Context: an optimization exercise on an open-source flow, tuned for small area, a short achievable clock period and few clock cycles per item. The choices shown serve that exercise and are no tape-out recipe. In this exercise RTL edits were held to simulation tests only and were not proved equivalent to the original.

==> design.v <==
`timescale 1ns / 1ps
package dxpid_pkg;
  localparam logic signed [33:0] CORDIC_GAIN = 34'sd652032874;
  localparam logic signed [17:0] PI_Q13      = 18'sd25736;
  localparam logic signed [17:0] HALF_PI_Q13 = 18'sd12868;
  localparam logic signed [17:0] TWO_PI_Q13  = 18'sd51472;
  localparam logic signed [48:0] SUM_MAX = 49'sd140737488355327;
  localparam logic signed [48:0] SUM_MIN = -49'sd140737488355328;
  localparam logic signed [49:0] TERM_SAT = 50'sd70368744177664;
  localparam logic [74:0] PROD_LIM = 75'd4611686018427387904;
  localparam int CORDIC_ITERS = 16;
  localparam int SQRT_ITERS   = 32;
  localparam int DIV_ITERS    = 56;
  function automatic logic signed [19:0] atan_q16(input logic [3:0] i);
    logic signed [19:0] v;
    case (i)
      4'd0:    v = 20'sd51472;
      4'd1:    v = 20'sd30386;
      4'd2:    v = 20'sd16055;
      4'd3:    v = 20'sd8150;
      4'd4:    v = 20'sd4091;
      4'd5:    v = 20'sd2047;
      4'd6:    v = 20'sd1024;
      4'd7:    v = 20'sd512;
      4'd8:    v = 20'sd256;
      4'd9:    v = 20'sd128;
      4'd10:   v = 20'sd64;
      4'd11:   v = 20'sd32;
      4'd12:   v = 20'sd16;
      4'd13:   v = 20'sd8;
      4'd14:   v = 20'sd4;
      default: v = 20'sd2;
    endcase
    atan_q16 = v;
  endfunction
  function automatic logic signed [31:0] sat32(input logic signed [66:0] v);
    logic signed [31:0] r;
    if (v > 67'sd2147483647) begin
      r = 32'sh7fffffff;
    end else if (v < -67'sd2147483648) begin
      r = 32'sh80000000;
    end else begin
      r = v[31:0];
    end
    sat32 = r;
  endfunction
endpackage
`timescale 1ns / 1ps
module drone_xyz_pid_velocity_controller (
  input  logic               clk,
  input  logic               rst_n,
  input  logic               in_valid,
  output logic               in_ready,
  input  logic signed [31:0] in_goal_x,
  input  logic signed [31:0] in_goal_y,
  input  logic signed [31:0] in_goal_z,
  input  logic signed [31:0] in_pos_x,
  input  logic signed [31:0] in_pos_y,
  input  logic signed [31:0] in_pos_z,
  input  logic signed [15:0] in_heading,
  input  logic        [15:0] in_elapsed,
  output logic               out_valid,
  input  logic               out_ready,
  output logic signed [31:0] out_vel_x_cmd,
  output logic signed [31:0] out_vel_y_cmd,
  output logic signed [31:0] out_vel_z_cmd,
  input  logic               cfg_we,
  input  logic        [2:0]  cfg_index,
  input  logic        [23:0] cfg_data
);
  localparam int T = 18;
  localparam logic [4:0] PH_LAST = 5'(T - 1);
  localparam logic [2:0] REG_KP_PL = 3'd0;
  localparam logic [2:0] REG_KI_PL = 3'd1;
  localparam logic [2:0] REG_KD_PL = 3'd2;
  localparam logic [2:0] REG_KP_VT = 3'd3;
  localparam logic [2:0] REG_KI_VT = 3'd4;
  localparam logic [2:0] REG_KD_VT = 3'd5;
  localparam logic [2:0] REG_LIM_PL = 3'd6;
  localparam logic [2:0] REG_LIM_VT = 3'd7;
  logic [23:0] kp_pl_r, ki_pl_r, kd_pl_r, kp_vt_r, ki_vt_r, kd_vt_r;
  logic [23:0] lim_pl_r, lim_vt_r;
  logic               first_r;
  logic signed [31:0] prev_x_r, prev_y_r, prev_z_r;
  logic signed [47:0] sum_x_r, sum_y_r, sum_z_r;
  logic signed [31:0] cmd_x_r, cmd_y_r, cmd_z_r;
  logic               out_valid_r;
  logic [4:0] ph;
  logic       last, empty, blk, adv, run, acc_in;
  logic       va, vb, vc, vd;
  assign last      = (ph == PH_LAST);
  assign empty     = !va && !vb && !vc && !vd;
  assign blk       = vd && out_valid_r;
  assign adv       = (last && !blk) || empty;
  assign run       = !last || adv;
  assign in_ready  = adv;
  assign acc_in    = in_valid && adv;
  assign out_valid = out_valid_r;
  assign out_vel_x_cmd = cmd_x_r;
  assign out_vel_y_cmd = cmd_y_r;
  assign out_vel_z_cmd = cmd_z_r;
  always_ff @(posedge clk) begin
    if (!rst_n) begin
      ph <= 5'd0;
      va <= 1'b0;
      vb <= 1'b0;
      vc <= 1'b0;
      vd <= 1'b0;
    end else if (adv) begin
      ph <= 5'd0;
      va <= acc_in;
      vb <= va;
      vc <= vb;
      vd <= vc;
    end else if (!last) begin
      ph <= ph + 5'd1;
    end
  end
  always_ff @(posedge clk) begin
    if (!rst_n) begin
      kp_pl_r  <= 24'd65536;
      ki_pl_r  <= 24'd0;
      kd_pl_r  <= 24'd0;
      kp_vt_r  <= 24'd65536;
      ki_vt_r  <= 24'd0;
      kd_vt_r  <= 24'd0;
      lim_pl_r <= 24'd131072;
      lim_vt_r <= 24'd32768;
    end else if (cfg_we) begin
      unique case (cfg_index)
        REG_KP_PL:  kp_pl_r  <= cfg_data;
        REG_KI_PL:  ki_pl_r  <= cfg_data;
        REG_KD_PL:  kd_pl_r  <= cfg_data;
        REG_KP_VT:  kp_vt_r  <= cfg_data;
        REG_KI_VT:  ki_vt_r  <= cfg_data;
        REG_KD_VT:  kd_vt_r  <= cfg_data;
        REG_LIM_PL: lim_pl_r <= cfg_data;
        REG_LIM_VT: lim_vt_r <= cfg_data;
        default: ;
      endcase
    end
  end
  function automatic logic signed [31:0] sat34(input logic signed [33:0] v);
    if (v[33:31] == 3'b000 || v[33:31] == 3'b111) sat34 = v[31:0];
    else if (v[33]) sat34 = 32'sh80000000;
    else sat34 = 32'sh7fffffff;
  endfunction
  logic               za, nega;
  logic signed [31:0] dxa, dya, eza;
  logic [15:0]        dta;
  logic signed [30:0] cx, cy;
  logic signed [17:0] cz;
  logic signed [32:0] ddx, ddy, ddz;
  logic signed [17:0] a0, a1, a2, a3;
  logic               fold;
  logic signed [30:0] xs, ys;
  logic signed [17:0] at;
  always_comb begin
    ddx = {in_goal_x[31], in_goal_x} - {in_pos_x[31], in_pos_x};
    ddy = {in_goal_y[31], in_goal_y} - {in_pos_y[31], in_pos_y};
    ddz = {in_goal_z[31], in_goal_z} - {in_pos_z[31], in_pos_z};
    a0 = 18'(in_heading);
    a1 = (a0 > dxpid_pkg::PI_Q13) ? a0 - dxpid_pkg::TWO_PI_Q13 : a0;
    a2 = (a1 < -dxpid_pkg::PI_Q13) ? a1 + dxpid_pkg::TWO_PI_Q13 : a1;
    fold = 1'b0;
    a3 = a2;
    if (a2 > dxpid_pkg::HALF_PI_Q13) begin
      a3 = a2 - dxpid_pkg::PI_Q13;
      fold = 1'b1;
    end else if (a2 < -dxpid_pkg::HALF_PI_Q13) begin
      a3 = a2 + dxpid_pkg::PI_Q13;
      fold = 1'b1;
    end
    xs = cx >>> ph[3:0];
    ys = cy >>> ph[3:0];
    at = 18'(dxpid_pkg::atan_q16(ph[3:0]));
  end
  always_ff @(posedge clk) begin
    if (acc_in) begin
      za   <= (in_elapsed == 16'd0);
      dta  <= in_elapsed;
      dxa  <= sat34(34'(ddx));
      dya  <= sat34(34'(ddy));
      eza  <= sat34(34'(ddz));
      nega <= fold;
      cx   <= 31'(dxpid_pkg::CORDIC_GAIN);
      cy   <= '0;
      cz   <= {a3[14:0], 3'b000};
    end else if (!ph[4]) begin
      cx <= cx + (cz[17] ? ys : -ys);
      cy <= cy + (cz[17] ? -xs : xs);
      cz <= cz + (cz[17] ? at : -at);
    end
  end
  logic               zb, negb;
  logic signed [31:0] cb, sb, dxb, dyb, ezb, exb, eyb;
  logic [15:0]        dtb;
  logic signed [31:0] ma;
  logic signed [16:0] mb;
  logic signed [48:0] prod1;
  logic signed [63:0] acc1;
  function automatic logic signed [16:0] lo17(input logic signed [31:0] v);
    lo17 = {1'b0, v[15:0]};
  endfunction
  function automatic logic signed [16:0] hi17(input logic signed [31:0] v);
    hi17 = {v[31], v[31:16]};
  endfunction
  always_ff @(posedge clk) begin
    if (adv) begin
      zb   <= za;
      negb <= nega;
      cb   <= 32'(cx);
      sb   <= 32'(cy);
      dxb  <= dxa;
      dyb  <= dya;
      ezb  <= eza;
      dtb  <= dta;
    end
  end
  always_ff @(posedge clk) begin
    case (ph)
      5'd0:  begin ma <= cb;  mb <= lo17(dxb); end
      5'd1:  begin ma <= cb;  mb <= hi17(dxb); end
      5'd2:  begin ma <= sb;  mb <= lo17(dyb); end
      5'd3:  begin ma <= sb;  mb <= hi17(dyb); end
      5'd4:  begin ma <= cb;  mb <= lo17(dyb); end
      5'd5:  begin ma <= cb;  mb <= hi17(dyb); end
      5'd6:  begin ma <= sb;  mb <= lo17(dxb); end
      5'd7:  begin ma <= sb;  mb <= hi17(dxb); end
      5'd8:  begin ma <= exb; mb <= lo17(exb); end
      5'd9:  begin ma <= exb; mb <= hi17(exb); end
      5'd11: begin ma <= eyb; mb <= lo17(eyb); end
      5'd12: begin ma <= eyb; mb <= hi17(eyb); end
      default: ;
    endcase
    prod1 <= ma * mb;
  end
  logic        a1ld, a1sub, a1sh, a1en;
  logic [63:0] a1op;
  always_comb begin
    a1ld  = 1'b0;
    a1sub = 1'b0;
    a1sh  = 1'b0;
    a1en  = 1'b1;
    case (ph)
      5'd2:  begin a1ld = 1'b1; a1sub = negb; end
      5'd3:  begin a1sh = 1'b1; a1sub = negb; end
      5'd4:  begin a1sub = negb; end
      5'd5:  begin a1sh = 1'b1; a1sub = negb; end
      5'd6:  begin a1ld = 1'b1; a1sub = negb; end
      5'd7:  begin a1sh = 1'b1; a1sub = negb; end
      5'd8:  begin a1sub = !negb; end
      5'd9:  begin a1sh = 1'b1; a1sub = !negb; end
      5'd10: begin a1ld = 1'b1; end
      5'd11: begin a1sh = 1'b1; end
      5'd13: ;
      5'd14: begin a1sh = 1'b1; end
      default: a1en = 1'b0;
    endcase
    a1op = a1sh ? {prod1[47:0], 16'd0} : 64'(prod1);
  end
  always_ff @(posedge clk) begin
    if (a1en) acc1 <= (a1ld ? 64'd0 : acc1) + (a1sub ? ~a1op : a1op) + 64'(a1sub);
    if (ph == 5'd6) exb <= sat34(acc1[63:30]);
    if (ph == 5'd10) eyb <= sat34(acc1[63:30]);
  end
  logic signed [31:0] dv_err, dv_prev;
  logic signed [32:0] dv_diff;
  logic [32:0]        dv_mag;
  logic [51:0]        qx, qy, qz;
  logic [15:0]        rx, ry, rz;
  logic [15:0]        tx, ty, tz;
  logic               dnx, dny, dnz;
  logic [51:0]        qx_n, qy_n, qz_n;
  logic [15:0]        rx_n, ry_n, rz_n;
  logic               stz, stx, sty;
  always_comb begin
    case (ph)
      5'd3:    begin dv_err = ezb; dv_prev = first_r ? ezb : prev_z_r; end
      5'd7:    begin dv_err = exb; dv_prev = prev_x_r; end
      default: begin dv_err = eyb; dv_prev = prev_y_r; end
    endcase
    dv_diff = {dv_err[31], dv_err} - {dv_prev[31], dv_prev};
    dv_mag  = dv_diff[32] ? 33'(-dv_diff) : 33'(dv_diff);
  end
  task automatic div4(input logic [51:0] qi, input logic [15:0] ri, input logic [15:0] d,
                      output logic [51:0] qo, output logic [15:0] ro);
    logic [51:0] q;
    logic [15:0] r;
    logic [16:0] t;
    logic [17:0] s;
    q = qi;
    r = ri;
    for (int k = 0; k < 4; k++) begin
      t = {r, q[51]};
      s = {1'b0, t} - {2'b0, d};
      if (!s[17]) begin
        r = s[15:0];
        q = {q[50:0], 1'b1};
      end else begin
        r = t[15:0];
        q = {q[50:0], 1'b0};
      end
    end
    qo = q;
    ro = r;
  endtask
  always_comb begin
    div4(qx, rx, tx, qx_n, rx_n);
    div4(qy, ry, ty, qy_n, ry_n);
    div4(qz, rz, tz, qz_n, rz_n);
    stz = (ph >= 5'd4) && (ph <= 5'd16);
    stx = ((ph >= 5'd8) && run) || (ph <= 5'd2);
    sty = ((ph >= 5'd12) && run) || (ph <= 5'd6);
  end
  always_ff @(posedge clk) begin
    if (ph == 5'd3) begin
      qz  <= {3'd0, dv_mag, 16'd0};
      rz  <= '0;
      tz  <= dtb;
      dnz <= dv_diff[32];
    end else if (stz) begin
      qz <= qz_n;
      rz <= rz_n;
    end
    if (ph == 5'd7) begin
      qx  <= {3'd0, dv_mag, 16'd0};
      rx  <= '0;
      tx  <= dtb;
      dnx <= dv_diff[32];
    end else if (stx) begin
      qx <= qx_n;
      rx <= rx_n;
    end
    if (ph == 5'd11) begin
      qy  <= {3'd0, dv_mag, 16'd0};
      ry  <= '0;
      ty  <= dtb;
      dny <= dv_diff[32];
    end else if (sty) begin
      qy <= qy_n;
      ry <= ry_n;
    end
  end
  logic               zc;
  logic signed [31:0] exc, eyc, ezc;
  logic [63:0] radsh;
  logic [31:0] srem, sroot;
  logic [31:0] srem_n, sroot_n;
  always_comb begin
    logic [33:0] t, tr;
    logic [34:0] d;
    logic [31:0] r, q;
    r = srem;
    q = sroot;
    for (int k = 0; k < 2; k++) begin
      t  = {r, radsh[63 - 2 * k], radsh[62 - 2 * k]};
      tr = {q, 2'b01};
      d  = {1'b0, t} - {1'b0, tr};
      if (!d[34]) begin
        r = d[31:0];
        q = {q[30:0], 1'b1};
      end else begin
        r = t[31:0];
        q = {q[30:0], 1'b0};
      end
    end
    srem_n  = r;
    sroot_n = q;
  end
  always_ff @(posedge clk) begin
    if (adv) begin
      zc    <= zb;
      exc   <= exb;
      eyc   <= eyb;
      ezc   <= ezb;
      radsh <= acc1;
      srem  <= '0;
      sroot <= '0;
    end else if (!ph[4]) begin
      radsh <= {radsh[59:0], 4'b0};
      srem  <= srem_n;
      sroot <= sroot_n;
    end
  end
  logic signed [31:0] up_err;
  logic signed [47:0] up_sum;
  logic signed [48:0] up_s;
  logic signed [47:0] up_cl;
  always_comb begin
    case (ph)
      5'd0:    begin up_err = ezc; up_sum = sum_z_r; end
      5'd1:    begin up_err = exc; up_sum = sum_x_r; end
      default: begin up_err = eyc; up_sum = sum_y_r; end
    endcase
    up_s = 49'(up_sum) + 49'(up_err);
    if (up_s[48] == up_s[47]) up_cl = up_s[47:0];
    else if (up_s[48]) up_cl = 48'(dxpid_pkg::SUM_MIN);
    else up_cl = 48'(dxpid_pkg::SUM_MAX);
  end
  always_ff @(posedge clk) begin
    if (!rst_n) begin
      first_r  <= 1'b1;
      prev_x_r <= '0;
      prev_y_r <= '0;
      prev_z_r <= '0;
      sum_x_r  <= '0;
      sum_y_r  <= '0;
      sum_z_r  <= '0;
    end else if (vc && !zc && !adv) begin
      case (ph)
        5'd0: begin first_r <= 1'b0; prev_z_r <= ezc; sum_z_r <= up_cl; end
        5'd1: begin prev_x_r <= exc; sum_x_r <= up_cl; end
        5'd2: begin prev_y_r <= eyc; sum_y_r <= up_cl; end
        default: ;
      endcase
    end
  end
  logic [31:0] m2a;
  logic [23:0] m2k;
  logic        m2add;
  logic [55:0] prod2;
  logic [55:0] phold;
  logic [73:0] ppr;
  logic        psg;
  logic signed [48:0] u_x, u_y, u_z;
  function automatic logic [31:0] cinv(input logic [31:0] v, input logic n);
    cinv = n ? ~v : v;
  endfunction
  always_ff @(posedge clk) begin
    case (ph)
      5'd0:  begin m2a <= {15'd0, qz[48:32]}; m2k <= kd_vt_r; m2add <= 1'b0; end
      5'd1:  begin m2a <= qz[31:0]; m2k <= kd_vt_r; m2add <= 1'b0; end
      5'd2:  begin m2a <= cinv(ezc, ezc[31]); m2k <= kp_vt_r; m2add <= ezc[31]; end
      5'd3:  begin m2a <= {15'd0, qx[48:32]}; m2k <= kd_pl_r; m2add <= 1'b0; end
      5'd4:  begin m2a <= qx[31:0]; m2k <= kd_pl_r; m2add <= 1'b0; end
      5'd5:  begin m2a <= cinv(exc, exc[31]); m2k <= kp_pl_r; m2add <= exc[31]; end
      5'd6:  begin m2a <= cinv(eyc, eyc[31]); m2k <= kp_pl_r; m2add <= eyc[31]; end
      5'd7:  begin m2a <= {15'd0, qy[48:32]}; m2k <= kd_pl_r; m2add <= 1'b0; end
      5'd8:  begin m2a <= qy[31:0]; m2k <= kd_pl_r; m2add <= 1'b0; end
      5'd9:  begin m2a <= {16'd0, sum_z_r[47:32] ^ {16{sum_z_r[47]}}}; m2k <= ki_vt_r; m2add <= 1'b0; end
      5'd10: begin m2a <= cinv(sum_z_r[31:0], sum_z_r[47]); m2k <= ki_vt_r; m2add <= sum_z_r[47]; end
      5'd11: begin m2a <= {16'd0, sum_x_r[47:32] ^ {16{sum_x_r[47]}}}; m2k <= ki_pl_r; m2add <= 1'b0; end
      5'd12: begin m2a <= cinv(sum_x_r[31:0], sum_x_r[47]); m2k <= ki_pl_r; m2add <= sum_x_r[47]; end
      5'd13: begin m2a <= {16'd0, sum_y_r[47:32] ^ {16{sum_y_r[47]}}}; m2k <= ki_pl_r; m2add <= 1'b0; end
      5'd14: begin m2a <= cinv(sum_y_r[31:0], sum_y_r[47]); m2k <= ki_pl_r; m2add <= sum_y_r[47]; end
      5'd15: begin m2a <= cinv(exc, exc[31]); m2k <= lim_pl_r; m2add <= exc[31]; end
      5'd16: begin m2a <= cinv(eyc, eyc[31]); m2k <= lim_pl_r; m2add <= eyc[31]; end
      default: ;
    endcase
    if (run) prod2 <= m2a * m2k + (m2add ? 56'(m2k) : 56'd0);
  end
  logic pp_single, pp_pair, pp_hold;
  always_comb begin
    pp_single = (ph == 5'd4) || (ph == 5'd7) || (ph == 5'd8);
    pp_pair   = (ph == 5'd3) || (ph == 5'd6) || (ph == 5'd10) || (ph == 5'd12) ||
                (ph == 5'd14) || (ph == 5'd16);
    pp_hold   = (ph == 5'd2) || (ph == 5'd5) || (ph == 5'd9) || (ph == 5'd11) ||
                (ph == 5'd13) || (ph == 5'd15);
  end
  always_ff @(posedge clk) begin
    if (pp_single || pp_pair) begin
      ppr <= (pp_pair ? {phold[41:0], 32'd0} : 74'd0) + 74'(prod2);
    end
    if (pp_hold) phold <= prod2;
    case (ph)
      5'd3:  psg <= dnz;
      5'd4:  psg <= ezc[31];
      5'd6:  psg <= dnx;
      5'd7:  psg <= exc[31];
      5'd8:  psg <= eyc[31];
      5'd10: psg <= dny;
      5'd12: psg <= sum_z_r[47];
      5'd14: psg <= sum_x_r[47];
      5'd16: psg <= sum_y_r[47];
      default: ;
    endcase
  end
  logic        tsat;
  logic [48:0] tadd;
  logic        tcin;
  logic signed [48:0] u_base, u_new;
  always_comb begin
    tsat = (ppr[73:63] != 11'd0) || (ppr[62] && (ppr[61:0] != 62'd0));
    if (tsat) begin
      tadd = psg ? -49'sd70368744177664 : 49'sd70368744177664;
      tcin = 1'b0;
    end else begin
      tadd = psg ? ~{2'b00, ppr[62:16]} : {2'b00, ppr[62:16]};
      tcin = psg && (ppr[15:0] == 16'd0);
    end
    case (ph)
      5'd4, 5'd7, 5'd9: u_base = '0;
      5'd5, 5'd13:      u_base = u_z;
      5'd8, 5'd15:      u_base = u_x;
      default:          u_base = u_y;
    endcase
    u_new = u_base + $signed(tadd) + 49'(tcin);
  end
  always_ff @(posedge clk) begin
    case (ph)
      5'd4, 5'd5, 5'd13: u_z <= u_new;
      5'd7, 5'd8, 5'd15: u_x <= u_new;
      5'd9, 5'd11:       u_y <= u_new;
      default: ;
    endcase
  end
  logic               zd, eyzd;
  logic [31:0]        rd;
  logic [31:0]        rmx, rmy;
  logic [23:0]        smx, smy;
  logic signed [25:0] uxd, uyd;
  logic signed [31:0] czd;
  logic [31:0]        rmx_n, rmy_n;
  logic [23:0]        smx_n, smy_n;
  function automatic logic signed [25:0] sat26(input logic signed [48:0] v);
    if (v[48:25] == 24'd0 || v[48:25] == 24'hffffff) sat26 = v[25:0];
    else if (v[48]) sat26 = -26'sd33554432;
    else sat26 = 26'sd33554431;
  endfunction
  function automatic logic signed [31:0] clamp26(input logic signed [25:0] v, input logic [23:0] lim);
    logic [25:0] m;
    logic [26:0] d;
    m = v[25] ? ~v : v;
    d = {1'b0, m} - {3'b0, lim} - 27'(!v[25]);
    if (d[26]) clamp26 = 32'(v);
    else if (v[25]) clamp26 = -(32'({8'd0, lim}));
    else clamp26 = 32'({8'd0, lim});
  endfunction
  task automatic dv2(input logic [31:0] ri, input logic [23:0] si, input logic [31:0] dd,
                     output logic [31:0] ro, output logic [23:0] so);
    logic [31:0] r;
    logic [23:0] q;
    logic [32:0] t;
    logic [33:0] d;
    r = ri;
    q = si;
    for (int k = 0; k < 2; k++) begin
      t = {r, q[23]};
      d = {1'b0, t} - {2'b0, dd};
      if (!d[33]) begin
        r = d[31:0];
        q = {q[22:0], 1'b1};
      end else begin
        r = t[31:0];
        q = {q[22:0], 1'b0};
      end
    end
    ro = r;
    so = q;
  endtask
  always_comb begin
    dv2(rmx, smx, rd, rmx_n, smx_n);
    dv2(rmy, smy, rd, rmy_n, smy_n);
  end
  always_ff @(posedge clk) begin
    if (adv) begin
      zd   <= zc;
      eyzd <= (eyc == 32'sd0);
      rd   <= sroot;
      uxd  <= sat26(u_x);
      czd  <= clamp26(sat26(u_z), lim_vt_r);
      rmx  <= prod2[55:24];
      smx  <= prod2[23:0];
    end else begin
      if (ph == 5'd0) begin
        uyd <= sat26(u_new);
        rmy <= prod2[55:24];
        smy <= prod2[23:0];
      end else if (ph <= 5'd12) begin
        rmy <= rmy_n;
        smy <= smy_n;
      end
      if (ph < 5'd12) begin
        rmx <= rmx_n;
        smx <= smx_n;
      end else if (ph == 5'd13) begin
        uxd <= 26'(clamp26(uxd, eyzd ? lim_pl_r : smx));
        uyd <= 26'(clamp26(uyd, eyzd ? 24'd0 : smy));
      end
    end
  end
  always_ff @(posedge clk) begin
    if (!rst_n) begin
      out_valid_r <= 1'b0;
      cmd_x_r     <= '0;
      cmd_y_r     <= '0;
      cmd_z_r     <= '0;
    end else begin
      if (out_valid_r && out_ready) begin
        out_valid_r <= 1'b0;
      end
      if (adv && vd) begin
        out_valid_r <= 1'b1;
        if (!zd) begin
          cmd_x_r <= 32'(uxd);
          cmd_y_r <= 32'(uyd);
          cmd_z_r <= czd;
        end
      end
    end
  end
endmodule
==> constraint.sdc <==
create_clock -name core_clock -period 11.0 [get_ports {clk}]
set_input_delay 2.2000 -clock core_clock [delete_from_list [all_inputs] [get_ports {clk}]]
set_output_delay 2.2000 -clock core_clock [all_outputs]
set_load 0.01 [all_outputs]
==> config.mk <==
export PLATFORM = sky130hd
export DESIGN_NAME = drone_xyz_pid_velocity_controller
export DESIGN_NICKNAME = drone_xyz_pid_velocity_controller
export VERILOG_FILES = /design/flow/design.v
export SDC_FILE = /design/flow/constraint.sdc
export NUM_CORES = 4
export LEC_CHECK = 0
export CAP_MARGIN = 20
export CORE_MARGIN = 2
export CORE_UTILIZATION = 50
export SLEW_MARGIN = 20
==> run.sh <==
#!/bin/bash
# synth_recipe.tcl (not shown) runs the flow's synth.tcl, then flattens the netlist and writes it again
# the make line also repeats each setting of config.mk as NAME=value (left out here)
make -C /OpenROAD-flow-scripts/flow DESIGN_CONFIG=/design/flow/config.mk WORK_HOME=/design/flow/orfs CLKGATE_MAP_FILE= SYNTH_SCRIPT=/design/flow/synth_recipe.tcl finish
==> results.txt <==
outcome timing/DRC/antenna clean; global-route wire length before repair 922 mm; Synth Area per Inst ~9.2 sq um; CP bufs+invs 7; unique cell type count in the Yosys netlist ~130; Wirelength per Cell about 24 um; RePlAce Congestion 0.967; pin count of the biggest net entering global routing between 200 and 300; post-synth top area share 22.8%; Crit. End Element flip-flop; die height around 600 um; detailed-route DRC error count 0; leading area contributor after synthesis edfxtp_1; slew margin rel. roughly 12%; Final min period 10,430 ps; Max H-tree Level 5; Max Transition Viols Final 0; vias in the first global route around 150k; total global routing track utilization between 30% and 40%; post-DP HPWL 460 mm; Starting Density about half; cts bufs inserted 270; Synth Register Bits 2,226; final worst-path setup slack ~570 ps; Worst Max-Slew Pin Slew 1310 ps; smallest hold slack between 400 and 500 ps; Post-Synth Adder-Cell Area roughly 22%; clk_skew between 70 and 80 ps; DR iter-0 viols ~15,000; row count approximately 220; Routed Wire Length slightly above 600 mm; Worst Hold Class flip-flop to flip-flop; register area share after synthesis 31.7%; commonest non-fill, non-tap cell in the layout nand2_1; number of flops mapped to enable cells by yosys between 1,000 and 1,500; post-placement cell area between 150,000 and 200,000 sq um; top-level I/O count 354; mux contribution to synthesized area 2.96%; Ys Warns 1; syn nets approximately 23,000; predominant post-synthesis flop cell edfxtp_1; worst-skew pair later-pin latency roughly 950 ps; Final Hold Viols 0; CTS clock-pin slew for the worst setup and hold paths 60 ps; Compound-Gate Fraction of Synth Area 15.6%; initial antenna violation count 26; most frequent cells in the layout 3,216 x nand2_1, 1,875 x inv_1, 1,400 x edfxtp_1; FILL cells about 33,000; Port Buffers 353; Worst path slowest cell mux2_2; Crit Path Max Fanout 17; Root Driver clkbuf_16; Pre-Repair DR Iteration Count 15; CP startpoint kind flip-flop; Setup CP Type flip-flop to flip-flop; Area Growth Syn to Fin 10.7%; Placeable Area 368,000 sq um; CP delay by family, top compound AO/OA/AOI/OAI gates; Post-DRT Antenna Nets 0; ys async rst share 0%; top post-synthesis cells by area edfxtp_1 23%, fa_1 13%, dfxtp_1 9.0%, ha_1 8.4%, nand2_1 6.6%; ratio of cells with drive above 1 in the final layout 7.08%; TritonCTS clock tree done; vias per cell just under 6; dpl ws -595 ps; largest family of logic cells by synthesized area adder cells; fmax 95.9 MHz; total gr overflow 0; max-cap violations 0; Clock Path Buffers 4; xor/xnor share of the synthesized area slightly below 6%; Critical Path RT about 12,000 ps; routed vias 151,000; Clock Sinks roughly 2,200; CP peak stage delay 370 ps; Final #Nets 23,000; Synth Area in Simple Gates between 15 and 20%; Die Span X 612 um; Post-Synthesis Cells between 20,000 and 25,000; Final setup viols 0; fin area about 200,000 sq um; CP arrival 11,280 ps; DIE AREA 374,000 sq um; Mapped Area about 180,000 sq um; Final period util approximately 95%
## final timing paths
kind	startpoint	to	slack [ps]	depth (start not counted)
worst min register to register	eza[7]$_DFFE_PP_	ezb[7]$_DFFE_PN_	410	0
worst max register to register	tx[1]$_DFFE_PN_	rx[1]$_SDFFE_PN0N_	570	50
worst min-delay path	eza[7]$_DFFE_PP_	ezb[7]$_DFFE_PN_	410	0
worst max-delay path	tx[1]$_DFFE_PN_	rx[1]$_SDFFE_PN0N_	570	50
## layer usage
layer	vias to the layer above	GRT usage [%]	wire length, um
met5	-	0	47
met4	8	15.3	34400
met3	1194	5.76	51300
met2	6351	50.4	272000
met1	73600	43.3	257000
li1	69400	-	-
## worst register-to-register path, delay by kind of cell (launching register included)
kind	cells	cell delay (ps)
compound gates	29	5460
flops	1	340
buf+inv	7	1140
mux	4	1340
simple gates	6	900
fa+ha+maj	4	1180
## layout make-up
cell class,count,area [sq um],area share (%)
flip-flops and latches,2226,58600,28.7
inverters,1888,7100,3.47
well taps,4837,6050,2.96
multi-input cells,15000,116000,56.6
repair buffers,901,7860,3.85
diodes,22,55.1,0.0269
clock inverters,139,1380,0.675
clock buffers,356,7560,3.70
## stage by stage
step                      cells  TNS [ps]  utilization [%]
after floorplan           20100         0                -
after global placement    24800    -13210             52.9
after detailed placement  24800    -18410             52.9
after CTS                 25300         0             55.3
after global routing      25300      -500             55.5
final                     25300         0             55.5
## cell usage after synthesis, drive strengths merged (259+ instances only)
library cell and n:
o21ai 986, and2 533, fa 1229, xor2 418, dfxtp 826, nand3 300
xnor2 815, a21boi 447, a21o 325, edfxtp 1400, mux2i 259, nor2 1124
a21oi 977, inv 1882, ha 1246, nand2 3228, clkbuf 885
## kinds of logic (layout without fill, tap and decap cells)
group,count (synthesis),in the layout
compound gates,4344,4344
xor+xnor,1234,1234
fa+ha+maj,2577,2577
buf+inv,2908,3284
flops,2226,2226
mux,456,456
other cells,0,22
simple gates,6347,6347
## flip-flops by register name, indices dropped and copies added, names as in the netlist, 52 cells and up
signal,cells
ppr,74
prod2,56
qz,52
acc1,64
qy,52
qx,52
radsh,64
## what timing repair did
item                                    4_1_cts  5_1_grt
resized for setup                            30       79
gates cloned                                  0        1
endpoints found under the setup margin       51       51
hold buffers                                  0        0
pin swaps                                     8       44
setup buffers                                 2       21
Testbench counts, summed over its fixed seeds: cycles 43,648, items 2,400.

-- afterwards: timing with drivers on the ports --
In the flow no input, the clock included, has a driving cell. The finished layout below was timed again as built, in two steps. Step 1 sets driving cells, clkbuf_16 on the clock port and buf_2 on the other inputs (assumed; they add their load-dependent delay and slew). Step 2, shift: input delay + t, output delay - t, t = (earliest + latest rising clock arrival at the registers) / 2. This alone moves slack from input paths to output paths. Three values: ideal, step 1, step 2; two values: the first two.
t, ns: 1.038
setup slack, ns: 0.573 / 0.573 / 0.573
worst setup path after step 2: register to register
pins driven straight from the clock port: 1
After both steps setup and hold are still met in this run. For this run, drivers alone change the setup slack by 0.000 ns; drivers and shift together by 0.000 ns.
